What follows belongs to an exercise in optimizing a design on an open flow for small area and a short achievable clock period; a production flow would make more cautious choices. Only simulation tests tie the RTL to the original design; equivalence was not proved. Power and IR drop assume default switching activity.

## ws2812b_frame_feeder
module ws2812b_frame_feeder
#(
    parameter int LEDCOUNT = 36,
    parameter int ADDR_W   = 6,
    parameter int FPS_DIV  = 90000
) (
    input  logic               clk,
    input  logic               resetn,
    input  logic               wr_en,
    input  logic [ADDR_W-1:0]  wr_addr,
    input  logic [PIXEL_W-1:0] wr_data,
    input  logic               commit,
    output logic               bitstream_available,
    output logic [PIXEL_W-1:0] bitstream,
    input  logic               bitstream_read,
    output logic               frame_busy,
    output logic               frame_done,
    output logic               commit_pending,
    output logic               frame_overrun
);
Size in the first run: about 3100 cells after synthesis.
clock: 5.0 ns
lec_check: 0
cap_margin: 20
core_margin: 2
core_utilization: 75
cts_cluster_diameter: 100
cts_cluster_size: 28
setup_slack_margin: 3.0
slew_margin: 20
synth_hierarchical: 1
standard.sh (not shown) runs the stock make flow with config.mk's settings and CLKGATE_MAP_FILE= SYNTH_SCRIPT=/design/flow/synth_recipe.tcl, a recipe that flattens the netlist after the stock synthesis.
==> flow/flow/run.sh <==
#!/bin/bash
# The standard layout (standard.sh), with two of its steps given other options:
# ports are buffered with buf_4 cells, and clock tree synthesis adds no dummy loads.
set -euo pipefail
export BUFFER_PORTS_ARGS="-inputs -outputs -buffer_cell sky130_fd_sc_hd__buf_4"
export CTS_ARGS="-sink_clustering_enable -repair_clock_nets -dont_use_dummy_load -sink_clustering_size 28 -sink_clustering_max_diameter 100"
bash standard.sh > standard.log 2>&1
The baseline finished with timing, DRC and antenna clean.
==> next run, changes <==
==> flow/flow/run.sh (replaced) <==
#!/bin/bash
# The standard layout (standard.sh), with two of its steps given other options:
# ports are buffered with buf_4 cells, and clock tree synthesis adds no dummy loads.
set -euo pipefail
export BUFFER_PORTS_ARGS="-inputs -outputs -buffer_cell sky130_fd_sc_hd__buf_4"
export CTS_ARGS="-sink_clustering_enable -repair_clock_nets -dont_use_dummy_load -sink_clustering_size 24 -sink_clustering_max_diameter 100"
bash standard.sh > standard.log 2>&1
- CTS_CLUSTER_SIZE: 28 -> 24
The changed run ran to the end with no violations.
Total power increases by about 1.8%.
Non-clock buffer count is unchanged.
Via count increases by about 1.1%.
Combinational power stays flat.
Synthesized cell count stays the same.
Final cell count barely changes.
Die area is unchanged.
Worst hold slack hardly moves.
==> next run, changes <==
- CORE_UTILIZATION: 75 -> 82
What happened: The changed run passed the timing, DRC and antenna checks; cell area barely changes; wire length went up by a few percent; via count went up by a few percent; maximum frequency went down slightly; final cell count went down by a few percent; synthesized cell count does not change; clock skew went up by 5.7 ps; setup slack loses 24 ps; global-route usage went up by 6.3 points.

* * *

Another version of the RTL of ws2812b_frame_feeder (not shown whole).
Size in the first run: ~3,000 cells after synthesis, about 64 I/O pins, ~0.066 sq mm of cells after synthesis.
clock: 5.0 ns
lec_check: 0
cap_margin: 20
core_margin: 2
core_utilization: 75
cts_cluster_diameter: 100
cts_cluster_size: 28
setup_slack_margin: 2.8
slew_margin: 20
synth_hierarchical: 1
==> flow/flow/run.sh <==
#!/bin/bash
# The standard layout (standard.sh), with two of its steps given other options:
# ports are buffered with buf_4 cells, and clock tree synthesis adds no dummy loads.
set -euo pipefail
export BUFFER_PORTS_ARGS="-inputs -outputs -buffer_cell sky130_fd_sc_hd__buf_4"
export CTS_ARGS="-sink_clustering_enable -repair_clock_nets -dont_use_dummy_load -sink_clustering_size 28 -sink_clustering_max_diameter 100"
bash standard.sh > standard.log 2>&1
Edit:
==> flow/run.sh (new file) <==
#!/bin/bash
# synth_recipe.tcl (not shown) runs the flow's synth.tcl, then flattens the netlist and writes it again
# the make line also repeats each setting of config.mk as NAME=value (left out here)
make -C /OpenROAD-flow-scripts/flow DESIGN_CONFIG=/design/flow/config.mk WORK_HOME=/design/flow/orfs CLKGATE_MAP_FILE= SYNTH_SCRIPT=/design/flow/synth_recipe.tcl finish
removed: flow/flow/run.sh
removed: flow/standard.sh
- design area rose slightly
- cell count increases slightly
- core utilization came out higher by 0.51 points
- clock-buffer cell count rose by 64
- die area does not change
- worst setup slack gets worse by 26 ps
- combinational power shrinks slightly
- synthesized area is unchanged
- hold slack is about the same
Edit:
--- a/flow/config.mk
+++ b/flow/config.mk
@@ -10 +10 @@
-export CORE_UTILIZATION = 75
+export CORE_UTILIZATION = 65
=>
- setup slack got worse by 110 ps
- via count is lower by 1.7%
- utilization is lower by 10 points
- final area is higher by 0.95%
- global-route usage is lower by 4.7 points
Edit:
==> flow/flow/run.sh (new file) <==
#!/bin/bash
# Standard layout, with clock tree synthesis told not to add dummy loads.
set -euo pipefail
export CTS_ARGS="-sink_clustering_enable -repair_clock_nets -dont_use_dummy_load -sink_clustering_size 28 -sink_clustering_max_diameter 100"
bash standard.sh > standard.log 2>&1
==> flow/standard.sh (new file) <==
#!/bin/bash
# synth_recipe.tcl (not shown) runs the flow's synth.tcl, then flattens the netlist and writes it again
# the make line also repeats each setting of config.mk as NAME=value (left out here)
make -C /OpenROAD-flow-scripts/flow DESIGN_CONFIG=/design/flow/config.mk WORK_HOME=/design/flow/orfs CLKGATE_MAP_FILE= SYNTH_SCRIPT=/design/flow/synth_recipe.tcl "${@:-finish}"
removed: flow/run.sh
=> Routed wire length is about the same; sequential power hardly moves; count of clock-buffer cells in the layout falls by 65; critical path depth is unchanged.

-- afterwards: timing with drivers on the ports --
In the flow no input, the clock included, has a driving cell. The finished layouts below were timed again as built, in two steps.
Step 1: set_driving_cell puts a clkbuf_16 on clk and a buf_2 on each other input, an assumption about the parent block.
Step 2 times the ports against the registers' clock, not the clock port: input delays grow and output delays shrink by t, the midpoint of the rising clock arrivals with the driver on.
Three values: ideal ports, drivers, drivers and shift; two values: the first two.
run | t (ns) | setup slack, ns | worst hold slack (ns)
the first run of note 1 | 0.734 | 2.808 / 2.741 / 2.437 | 0.430 / 0.401 / 0.430
the second run of note 1 | 0.747 | 2.822 / 2.750 / 2.457 | 0.429 / 0.383 / 0.430
the third run of note 1 | 0.756 | 2.797 / 2.726 / 2.433 | 0.421 / 0.378 / 0.456
the first run of note 2 | 0.727 | 2.820 / 2.760 / 2.225 | 0.436 / 0.397 / 0.438
the second run of note 2 | 0.756 | 2.794 / 2.739 / 2.087 | 0.435 / 0.435 / 0.435
the third run of note 2 | 0.766 | 2.680 / 2.680 / 2.100 | 0.445 / 0.445 / 0.445
the fourth run of note 2 | 0.746 | 2.673 / 2.673 / 2.092 | 0.448 / 0.448 / 0.448
After both steps setup and hold are still met in every run listed. The setup slack of the second run of note 2, which loses most, moves by -0.055 ns with the drivers and by -0.707 ns with both steps.
